This design comes from an exercise in tuning for small area, a short achievable clock period and few clock cycles per item on the open sky130 flow, not from production work.
In this exercise RTL edits were held to simulation tests only and were not proved equivalent to the original.

the reference run:
Design ir_volts_to_distance_loglog_core, start of the top module:
module ir_volts_to_distance_loglog_core (
    input  logic        clk,
    input  logic        rst_n,
    input  logic        cfg_we,
    input  logic        cfg_index,
    input  logic [15:0] cfg_data,
    input  logic        sample_valid,
    output logic        sample_ready,
    input  logic [15:0] voltage,
    output logic        result_valid,
    input  logic        result_ready,
    output logic [14:0] distance,
    output logic [1:0]  range_status
);
    localparam int NS = 10;
    logic [15:0] far_thr_reg;
    logic [15:0] near_thr_reg;
    always_ff @(posedge clk or negedge rst_n)
    begin
        if (!rst_n)
        begin
            far_thr_reg  <= 16'd6554;
            near_thr_reg <= 16'd45875;
        end
        else if (cfg_we)
        begin
            if (cfg_index == 1'b0)
                far_thr_reg  <= cfg_data;
            else
                near_thr_reg <= cfg_data;
        end
    end
    logic [NS:1] vld_reg;
    logic        adv;
    logic        skid_vld_reg;
    logic [15:0] skid_v_reg;
    logic        in_vld;
    logic [15:0] v_in;
    assign adv    = result_ready || !vld_reg[NS];
    assign in_vld = skid_vld_reg || sample_valid;
    assign v_in   = skid_vld_reg ? skid_v_reg : voltage;
  ...
Size: ~2,900 cells after synthesis, roughly 400 flip-flops, roughly 57 I/O pins, about 0.030 sq mm of cells after synthesis.
clock: 7.0 ns
lec_check: 0
cap_margin: 20
core_margin: 2
core_utilization: 40
slew_margin: 20
standard.sh (not shown) runs the stock make flow with config.mk's settings and CLKGATE_MAP_FILE= SYNTH_SCRIPT=/design/flow/synth_recipe.tcl, a recipe that flattens the netlist after the stock synthesis.
==> flow/flow/run.sh <==
#!/bin/bash
# The standard layout (the standard.sh: ORFS from synthesis to the final
# layout, unchanged synthesis), with two placement/CTS options changed:
# ports are buffered with buf_2 cells, and CTS inserts no dummy loads.
set -euo pipefail
bash standard.sh \
    'BUFFER_PORTS_ARGS=-buffer_cell sky130_fd_sc_hd__buf_2' \
    'CTS_ARGS=-sink_clustering_enable -repair_clock_nets -dont_use_dummy_load' \
    finish > standard_flow.log 2>&1
Testbench counts of the reference run, summed over its fixed seeds: cycles 16,080, items 16,000.
> inputs changed (the reference run -> the trial run)
--- a/flow/design.v
+++ b/flow/design.v
@@ -359,44 +359,42 @@
     logic [28:0] sl_l3s0;
     logic [28:0] sl_l3c0;
     logic [28:0] sl_l3m0;
     assign sl_l3s0 = sl_l2s0 ^ sl_l2c0 ^ sl_l2s1;
     assign sl_l3m0 = (sl_l2s0 & sl_l2c0) | (sl_l2s0 & sl_l2s1) | (sl_l2c0 & sl_l2s1);
     assign sl_l3c0 = {sl_l3m0[27:0], 1'b0};
     logic [28:0] sl_l4s0;
     logic [28:0] sl_l4c0;
     logic [28:0] sl_l4m0;
     assign sl_l4s0 = sl_l3s0 ^ sl_l3c0 ^ sl_l2c1;
     assign sl_l4m0 = (sl_l3s0 & sl_l3c0) | (sl_l3s0 & sl_l2c1) | (sl_l3c0 & sl_l2c1);
     assign sl_l4c0 = {sl_l4m0[27:0], 1'b0};
-    logic [12:0] sl_lo;
-    assign sl_lo = {1'b0, sl_l4s0[11:0]} + {1'b0, sl_l4c0[11:0]};
     logic [2:0]  s5_seg_reg;
-    logic [16:0] s5_s_reg;
-    logic [16:0] s5_c_reg;
-    logic        s5_ci_reg;
+    logic [28:0] s5_s_reg;
+    logic [28:0] s5_c_reg;
     logic [1:0]  s5_st_reg;
     always_ff @(posedge clk)
     begin
         if (adv)
         begin
             s5_seg_reg <= s4_seg_reg;
-            s5_s_reg   <= sl_l4s0[28:12];
-            s5_c_reg   <= sl_l4c0[28:12];
-            s5_ci_reg  <= sl_lo[12];
+            s5_s_reg   <= sl_l4s0;
+            s5_c_reg   <= sl_l4c0;
             s5_st_reg  <= s4_st_reg;
         end
     end
+    logic [28:0] delta_sum;
     logic [16:0] delta_next;
-    assign delta_next = s5_s_reg + s5_c_reg + 17'(s5_ci_reg);
+    assign delta_sum  = s5_s_reg + s5_c_reg;
+    assign delta_next = delta_sum[28:12];
     logic [2:0]  s6_seg_reg;
     logic [16:0] s6_delta_reg;
     logic [1:0]  s6_st_reg;
     always_ff @(posedge clk)
     begin
         if (adv)
         begin
             s6_seg_reg   <= s5_seg_reg;
             s6_delta_reg <= delta_next;
             s6_st_reg    <= s5_st_reg;
         end
     end
## What came out
For global-route usage, the trial run and the reference run come out practically identical.
Summary: with the reference run as the reference, violation count after the first detailed-route iteration in the trial run moved up by a little under 10%.
Placement-stage worst setup slack is lower on the reference run
| met2 wire length | the trial run vs the reference run | about 5% lower |
Diff the reference run -> the trial run: worst-case setup margin in the final layout rose 0.26 ns.
Delta (the trial run minus the reference run): simple-gate portion of the synthesized area now sits at about the same level.
Summary — die footprint, the trial run relative to the reference run: higher, by about 0.4%.
On floorplan die height, the reference run and the trial run are neck and neck.
The trial run against the reference run: clock latency of the later-clocked register in the worst-skew pair increased 0.02 ns; final non-filler cell total went down.
Testbench counts of the trial run, summed over its fixed seeds: cycles 16,080, items 16,000.

## run 1
Another version of the RTL of ir_volts_to_distance_loglog_core (not shown whole).
For scale: about 2800 cells after synthesis, ~410 flip-flops, about 31000 µm² of cells after synthesis.
export LEC_CHECK = 0
export CAP_MARGIN = 20
export CORE_MARGIN = 2
export CORE_UTILIZATION = 40
export SLEW_MARGIN = 20
create_clock -name core_clock -period 7.0 [get_ports {clk}]
==> flow/flow/run.sh <==
#!/bin/bash
# The standard layout (the standard.sh: ORFS from synthesis to the final
# layout, unchanged synthesis), with two placement/CTS options changed:
# ports are buffered with buf_2 cells, and CTS inserts no dummy loads and clusters up to 20 sinks.
set -euo pipefail
bash standard.sh \
    'BUFFER_PORTS_ARGS=-buffer_cell sky130_fd_sc_hd__buf_2' \
    'CTS_ARGS=-sink_clustering_enable -repair_clock_nets -dont_use_dummy_load -sink_clustering_size 20 -sink_clustering_max_diameter 90' \
    finish > standard_flow.log 2>&1
Testbench counts of run 1, summed over its fixed seeds: cycles 16,080, items 16,000.
Input-level comparison between run 2 and run 1:
-- flow/design.v --
<<< run 1, line 99
    logic [NS:1] vld_reg;
    logic        adv;
    logic        skid_vld_reg;
    assign adv = result_ready || !vld_reg[NS];
    always_ff @(posedge clk or negedge rst_n)
    begin
        if (!rst_n)
        begin
            vld_reg      <= '0;
            skid_vld_reg <= 1'b0;
        end
        else
        begin
            if (adv)
                vld_reg <= {vld_reg[NS-1:1], skid_vld_reg || sample_valid};
            if (adv)
                skid_vld_reg <= 1'b0;
            else if (sample_valid)
                skid_vld_reg <= 1'b1;
        end
    end
    assign sample_ready = !skid_vld_reg;
    assign result_valid = vld_reg[NS];
    logic [1:0]  st_next;
>>> run 2, line 99
    logic [NS:1] vld_reg;
    logic        adv;
    assign adv = result_ready || !vld_reg[NS];
    always_ff @(posedge clk or negedge rst_n)
    begin
        if (!rst_n)
            vld_reg <= '0;
        else if (adv)
            vld_reg <= {vld_reg[NS-1:1], sample_valid};
    end
    assign sample_ready = adv;
    assign result_valid = vld_reg[NS];
    logic [1:0]  st_next;
<<< run 1, line 154
            f_next = {voltage[11:0], 3'b0};
    end
    logic [2:0]  skid_seg_reg;
    logic [14:0] skid_f_reg;
    logic [1:0]  skid_st_reg;
    always_ff @(posedge clk)
    begin
        if (!adv && !skid_vld_reg)
        begin
            skid_seg_reg <= seg_next;
            skid_f_reg   <= f_next;
            skid_st_reg  <= st_next;
        end
    end
    logic [2:0]  s1_seg_reg;
    logic [14:0] s1_f_reg;
>>> run 2, line 143
            f_next = {voltage[11:0], 3'b0};
    end
    logic [2:0]  s1_seg_reg;
    logic [14:0] s1_f_reg;
<<< run 1, line 173
        if (adv)
        begin
            s1_seg_reg <= skid_vld_reg ? skid_seg_reg : seg_next;
            s1_f_reg   <= skid_vld_reg ? skid_f_reg : f_next;
            s1_st_reg  <= skid_vld_reg ? skid_st_reg : st_next;
        end
    end
>>> run 2, line 150
        if (adv)
        begin
            s1_seg_reg <= seg_next;
            s1_f_reg   <= f_next;
            s1_st_reg  <= st_next;
        end
    end
Results
Summary of the comparison: sequential cell count is lower in run 2, relative to run 1.
As of run 2, die area had fallen by a few percent compared to run 1.
Compared with run 1, run 2 shows number of flip-flops and latches in the synthesized netlist that has gone down by a few percent.
Of the two values seen for launch point of the worst path, s2_r_reg[1] was produced by run 1 and result_ready by run 2.
The lower initial DRC count of run 2 and run 1 is in run 1.
Delta (run 2 minus run 1): finished layout cell area went down 3.1%.
There was hardly any difference in post-route core utilization between run 1 and run 2.
Async set-or-reset flop fraction in the synthesized netlist up 0.30 points in run 2 wrt run 1
On met3 usage in global routing, the higher figure sits with run 2, not run 1.
Testbench counts of run 2, summed over its fixed seeds: cycles 16,080, items 16,000.

ir_volts_to_distance_loglog_core with an RTL version that a note above also has.
Size: roughly 2800 cells after synthesis, about 390 flip-flops, about 0.030 sq mm of cells after synthesis.
Settings: LEC_CHECK=0, CAP_MARGIN=20, CORE_MARGIN=2, CORE_UTILIZATION=40, SLEW_MARGIN=20; clock period 7.0 ns.
==> flow/flow/run.sh <==
#!/bin/bash
# The standard layout (the standard.sh: ORFS from synthesis to the final
# layout, unchanged synthesis), with two placement/CTS options changed:
# ports are buffered with buf_2 cells, and CTS inserts no dummy loads.
set -euo pipefail
bash standard.sh \
    'BUFFER_PORTS_ARGS=-buffer_cell sky130_fd_sc_hd__buf_2' \
    'CTS_ARGS=-sink_clustering_enable -repair_clock_nets -dont_use_dummy_load' \
    finish > standard_flow.log 2>&1
Testbench counts at the start, summed over its fixed seeds: cycles 16,080, items 16,000.
Then changed:
--- a/flow/design.v
+++ b/flow/design.v
@@ -93,25 +93,36 @@
             if (cfg_index == 1'b0)
                 far_thr_reg  <= cfg_data;
             else
                 near_thr_reg <= cfg_data;
         end
     end
     logic [NS:1] vld_reg;
     logic        adv;
+    logic        skid_vld_reg;
     assign adv = result_ready || !vld_reg[NS];
     always_ff @(posedge clk or negedge rst_n)
     begin
         if (!rst_n)
-            vld_reg <= '0;
-        else if (adv)
-            vld_reg <= {vld_reg[NS-1:1], sample_valid};
+        begin
+            vld_reg      <= '0;
+            skid_vld_reg <= 1'b0;
+        end
+        else
+        begin
+            if (adv)
+                vld_reg <= {vld_reg[NS-1:1], skid_vld_reg || sample_valid};
+            if (adv)
+                skid_vld_reg <= 1'b0;
+            else if (sample_valid)
+                skid_vld_reg <= 1'b1;
+        end
     end
-    assign sample_ready = adv;
+    assign sample_ready = !skid_vld_reg;
     assign result_valid = vld_reg[NS];
     logic [1:0]  st_next;
     logic [2:0]  seg_next;
     logic [14:0] f_next;
     always_comb
     begin
         if (voltage <= far_thr_reg)
             st_next = ivdll_pkg::ST_FAR;
@@ -137,26 +148,38 @@
             f_next = voltage[14:0];
         else if (voltage[14])
             f_next = {voltage[13:0], 1'b0};
         else if (voltage[13])
             f_next = {voltage[12:0], 2'b0};
         else
             f_next = {voltage[11:0], 3'b0};
     end
+    logic [2:0]  skid_seg_reg;
+    logic [14:0] skid_f_reg;
+    logic [1:0]  skid_st_reg;
+    always_ff @(posedge clk)
+    begin
+        if (!adv && !skid_vld_reg)
+        begin
+            skid_seg_reg <= seg_next;
+            skid_f_reg   <= f_next;
+            skid_st_reg  <= st_next;
+        end
+    end
     logic [2:0]  s1_seg_reg;
     logic [14:0] s1_f_reg;
     logic [1:0]  s1_st_reg;
     always_ff @(posedge clk)
     begin
         if (adv)
         begin
-            s1_seg_reg <= seg_next;
-            s1_f_reg   <= f_next;
-            s1_st_reg  <= st_next;
+            s1_seg_reg <= skid_vld_reg ? skid_seg_reg : seg_next;
+            s1_f_reg   <= skid_vld_reg ? skid_f_reg : f_next;
+            s1_st_reg  <= skid_vld_reg ? skid_st_reg : st_next;
         end
     end
     logic [26:0] ltab;
     assign ltab = ivdll_pkg::LOG_TAB[s1_f_reg[14:9]*27 +: 27];
     logic [2:0]  s2_seg_reg;
     logic [15:0] s2_base_reg;
     logic [10:0] s2_diff_reg;
     logic [8:0]  s2_r_reg;
=> Routed wire length grows slightly. Die area rises by a few percent. Count of clock-buffer cells in the layout rose by 4. First-iteration DRC count went down by a few percent. Utilization goes down by 0.17 points. Critical path depth went up by 6.
Testbench counts after the change, summed over its fixed seeds: cycles 16,080, items 16,000.

==> afterwards: timing with drivers on the ports <==
Ports are ideal in the flow. The routed layouts listed here were re-timed in OpenROAD. Step 1 assumes that a clkbuf_16 drives the clock port and a buf_2 every other input. Step 2, shift: input delay + t, output delay - t, t = (earliest + latest rising clock arrival at the registers) / 2. This alone moves slack from input paths to output paths. Slacks: ideal ports / drivers / drivers and shift; pairs: ideal ports / drivers.
run	shift t [ns]	slack for setup (ns)	worst data-port slew with drivers (ns)	pins driven straight from the clock port
the reference run	0.608	3.006 / 3.006 / 2.816	0.06	1
the trial run	0.625	3.264 / 3.264 / 2.948	0.06	1
run 1	0.639	3.294 / 3.294 / 3.294	0.05	1
run 2	0.611	3.130 / 3.105 / 2.984	0.04	1
the first run of note 3	0.608	3.124 / 3.099 / 2.994	0.05	1
the second run of note 3	0.623	3.304 / 3.304 / 3.304	0.05	1
After both steps every run listed still meets setup and hold. For the trial run, which loses most, drivers alone change the setup slack by 0.000 ns; drivers and shift together by -0.316 ns.
